What follows belongs to an exercise in optimizing a design on an open flow for small area, a short achievable clock period and few clock cycles per item; a production flow would make more cautious choices. RTL that was checked went through simulation tests only; none was proved equivalent to the original.

==> inputs of run P <==
Design adc_scan_scale_smooth, start of the top module:
module adc_scan_scale_smooth (
   input  logic                clock,
   input  logic                reset,
   input  logic                req_valid,
   output logic                req_ready,
   input  logic [13:0]         req_sample,
   output logic                rsp_valid,
   input  logic                rsp_ready,
   output logic [1:0]          rsp_channel,
   output logic signed [31:0]  rsp_smoothed_value,
   output logic [7:0]          rsp_next_mux,
   input  logic                csr_we,
   input  logic [2:0]          csr_index,
   input  logic [31:0]         csr_wdata
);
export LEC_CHECK = 0
export CAP_MARGIN = 20
export CORE_MARGIN = 2
export CORE_UTILIZATION = 40
export CTS_BUF_LIST = sky130_fd_sc_hd__clkbuf_8
export CTS_CLUSTER_SIZE = 20
export SLEW_MARGIN = 20
create_clock -name core_clock -period 9.5 [get_ports {clock}]
standard.sh (not shown) runs the stock make flow with config.mk's settings and CLKGATE_MAP_FILE= SYNTH_SCRIPT=/design/flow/synth_recipe.tcl, a recipe that flattens the netlist after the stock synthesis.
==> flow/flow/run.sh <==
#!/bin/bash
# The standard layout, with three changes to how it is made:
#  - Yosys synth without its early "abc -fast" pass (-noabc), so that
#    extract_fa finds the carry-save adders without inverted polarities;
#  - port buffers of a plain buffer cell instead of the default delay cell;
#  - timing repair aimed 5 ns below the clock period.
# The clock period, SDC and everything else are the standard flow's. Each tool's output is
# in orfs/logs/ (ORFS) and in standard.log.
set -euo pipefail
bash standard.sh SYNTH_ARGS=-noabc SETUP_SLACK_MARGIN=5.5 \
  "BUFFER_PORTS_ARGS=-buffer_cell sky130_fd_sc_hd__buf_2" finish > standard.log 2>&1
==> run H: changes against run P <==
--- a/flow/design.v
+++ b/flow/design.v
@@ -274,11 +274,11 @@
    output logic [1:0]          res_channel,
    output logic signed [31:0]  res_value
 );
    localparam int W1 = 45;    
    localparam int W2 = 48;    
-   localparam [W1-1:0] T1 = 45'd2048 - (45'd274 << 12);
+   localparam [32:0] T274 = 33'd0 - (33'd274 << 16);
    logic [1:0]         ptr_ff;
    logic               isk_v_ff;
    logic [1:0]         isk_ch_ff;
    logic [13:0]        isk_s_ff;
    logic               accept;
@@ -290,10 +290,11 @@
    logic [28:0]        xs_ff, xc_ff;
    logic signed [28:0] x_ff;
    logic [8:0]         g_one_ff, g_two_ff, g_neg_ff;
    logic [W1-1:0]      ps_ff, pc_ff;
    logic signed [31:0] val_ff;
+   logic               tadj_ff;      
    logic signed [32:0] diff_ff;
    logic [8:0]         a_one_ff, a_two_ff, a_neg_ff;
    logic [W2-1:0]      qs_ff, qc_ff;
    logic signed [31:0] avg0_ff, avg1_ff, avg2_ff;
    assign req_ready = !isk_v_ff;
@@ -336,11 +337,11 @@
    adcsss_booth_rows #(.WX(29), .D(9), .W(W1)) u_rows1 (
       .x     (x_ff),
       .one   (g_one_ff),
       .two   (g_two_ff),
       .neg   (g_neg_ff),
-      .extra ((ch2_ff == adcsss_pkg::CH_TEMP) ? 45'd0 : 45'd8),
+      .extra ((ch2_ff == adcsss_pkg::CH_TEMP) ? 45'd2048 : 45'd8),
       .rows  (rows1)
    );
    adcsss_csa_tree #(.N(9), .W(W1)) u_tree1 (
       .rows  (rows1),
       .sum   (ps_in),
@@ -350,19 +351,13 @@
    logic [15:0]        kk;
    logic               tsat;
    logic signed [31:0] tval;
    logic signed [31:0] gval;
    logic signed [31:0] value;
-   logic [W1-1:0] p3s, p3c;
-   adcsss_csa_tree #(.N(3), .W(W1)) u_tree3 (
-      .rows  ({(ch3_ff == adcsss_pkg::CH_TEMP) ? T1 : 45'd0, pc_ff, ps_ff}),
-      .sum   (p3s),
-      .carry (p3c)
-   );
-   assign p    = p3s + p3c;
+   assign p    = ps_ff + pc_ff;
    assign kk   = p[27:12];
-   assign tsat = kk[15] && (kk <= 16'd65261);
+   assign tsat = (kk >= 16'd33042);
    assign tval = tsat ? 32'sh7fff_ffff : {kk, 16'd55706};
    assign gval = (p[44:35] == {10{p[35]}}) ? p[35:4]
                : (p[44] ? 32'sh8000_0000 : 32'sh7fff_ffff);
    assign value = (ch3_ff == adcsss_pkg::CH_TEMP) ? tval : gval;
    logic signed [31:0] avg4;
@@ -380,21 +375,30 @@
          adcsss_pkg::CH_TEMP: alpha = cfg.temp_alpha;
          adcsss_pkg::CH_VOLT: alpha = cfg.voltage_alpha;
          default:             alpha = cfg.current_alpha;
       endcase
    end
+   logic [32:0] d3s, d3c;
+   logic [32:0] diff_in;
+   adcsss_csa_tree #(.N(3), .W(33)) u_tree_d (
+      .rows  ({tadj_ff ? T274 : 33'd0, ~{avg4[31], avg4}, {val_ff[31] && !tadj_ff, val_ff}}),
+      .sum   (d3s),
+      .carry (d3c)
+   );
+   assign diff_in = d3s + d3c + 33'd1;
    adcsss_booth_enc #(.D(9)) u_aenc (
       .y   ({1'b0, alpha}),
       .one (a_one),
       .two (a_two),
       .neg (a_neg)
    );
    logic signed [31:0] avg5;
    logic [9*W2-1:0]    rows2;
+   logic [10*W2-1:0]   rows2a;
    logic [W2-1:0]      qs_in, qc_in;
    always_comb begin
-      unique case (ch6_ff)
+      unique case (ch5_ff)
          adcsss_pkg::CH_TEMP: avg5 = avg0_ff;
          adcsss_pkg::CH_VOLT: avg5 = avg1_ff;
          default:             avg5 = avg2_ff;
       endcase
    end
@@ -404,23 +408,18 @@
       .two   (a_two_ff),
       .neg   (a_neg_ff),
       .extra (48'd32768),
       .rows  (rows2)
    );
-   adcsss_csa_tree #(.N(9), .W(W2)) u_tree2 (
-      .rows  (rows2),
+   assign rows2a = {avg5, 16'd0, rows2};
+   adcsss_csa_tree #(.N(10), .W(W2)) u_tree2 (
+      .rows  (rows2a),
       .sum   (qs_in),
       .carry (qc_in)
    );
    logic [W2-1:0] acc;
-   logic [W2-1:0] a3s, a3c;
-   adcsss_csa_tree #(.N(3), .W(W2)) u_tree4 (
-      .rows  ({avg5, 16'd0, qc_ff, qs_ff}),
-      .sum   (a3s),
-      .carry (a3c)
-   );
-   assign acc         = a3s + a3c;
+   assign acc         = qs_ff + qc_ff;
    assign res_valid   = v6_ff;
    assign res_channel = ch6_ff;
    assign res_value   = acc[47:16];
    always_ff @(posedge clock) begin
       if (reset) begin
@@ -476,11 +475,12 @@
          g_two_ff <= g_two;
          g_neg_ff <= g_neg;
          ps_ff    <= ps_in;
          pc_ff    <= pc_in;
          val_ff   <= value;
-         diff_ff  <= $signed({val_ff[31], val_ff}) - $signed({avg4[31], avg4});
+         tadj_ff  <= (ch3_ff == adcsss_pkg::CH_TEMP) && !tsat;
+         diff_ff  <= diff_in;
          a_one_ff <= a_one;
          a_two_ff <= a_two;
          a_neg_ff <= a_neg;
          qs_ff    <= qs_in;
          qc_ff    <= qc_in;
==> flow/flow/run.sh (replaced) <==
#!/bin/bash
# The standard layout, with three changes to how it is made:
#  - Yosys synth without its early "abc -fast" pass (-noabc), so that
#    extract_fa finds the carry-save adders without inverted polarities;
#  - port buffers of a plain buffer cell instead of the default delay cell;
#  - timing repair aimed 5.5 ns below the clock period.
# The clock period, SDC and everything else are the standard flow's. Each tool's output is
# in orfs/logs/ (ORFS) and in standard.log.
set -euo pipefail
bash standard.sh SYNTH_ARGS=-noabc SETUP_SLACK_MARGIN=5.5 \
  "BUFFER_PORTS_ARGS=-buffer_cell sky130_fd_sc_hd__buf_2" finish > standard.log 2>&1
Settings changed: CTS_BUF_LIST sky130_fd_sc_hd__clkbuf_8 to sky130_fd_sc_hd__clkbuf_16, CTS_CLUSTER_DIAMETER from default to 100, CTS_CLUSTER_SIZE 20 to 30.
==> comparison <==
Against run H, the maximum frequency of run P is smaller by 16%. In run H the via count is smaller than in run P, by about 2.6%. Utilization: run P is higher than run H (1.0 points). Between run P and run H, the lower synthesized area is in run H (gap about 0.8%, measured against run H). In run P the wire length is higher than in run H, by 1.8%. Of run P and run H, run H has the higher hold slack (gap 0.038 ns). Between run H and run P, the lower sequential share of layout area is in run P (gap 0.73 points). In run H the non-clock buffer count is higher than in run P, by 53.
Testbench counts of run H, summed over its fixed seeds: cycles 4,856, samples 4,800.
Function not checked in run P: the RTL went through the layout flow alone.

-- static timing again, ports no longer ideal --
The flow's constraints put no driver on any port. The routed layouts listed below were extracted and timed again, unchanged, in two steps. Step 1, drivers: a clkbuf_16 drives clock and a buf_2 each remaining input, both assumed. Step 2 moves the port delays by t, midway between the first and last clock arrival at a register: inputs arrive t later, outputs are due t later. That takes back most of the time a late clock gives input paths. a / b / c = ideal / step 1 / step 2; a / b = the first two.
run	shift t [ns]	setup slack, ns	hold slack, ns	worst slew at a driven data input, ns
run P	0.921	4.702 / 4.702 / 4.702	0.420 / 0.420 / 0.420	0.06
run H	0.718	5.462 / 5.462 / 5.072	0.458 / 0.458 / 0.458	0.06
After both steps every run listed still meets setup and hold. The setup slack of run H, which loses most, moves by 0.000 ns with the drivers and by -0.390 ns with both steps.
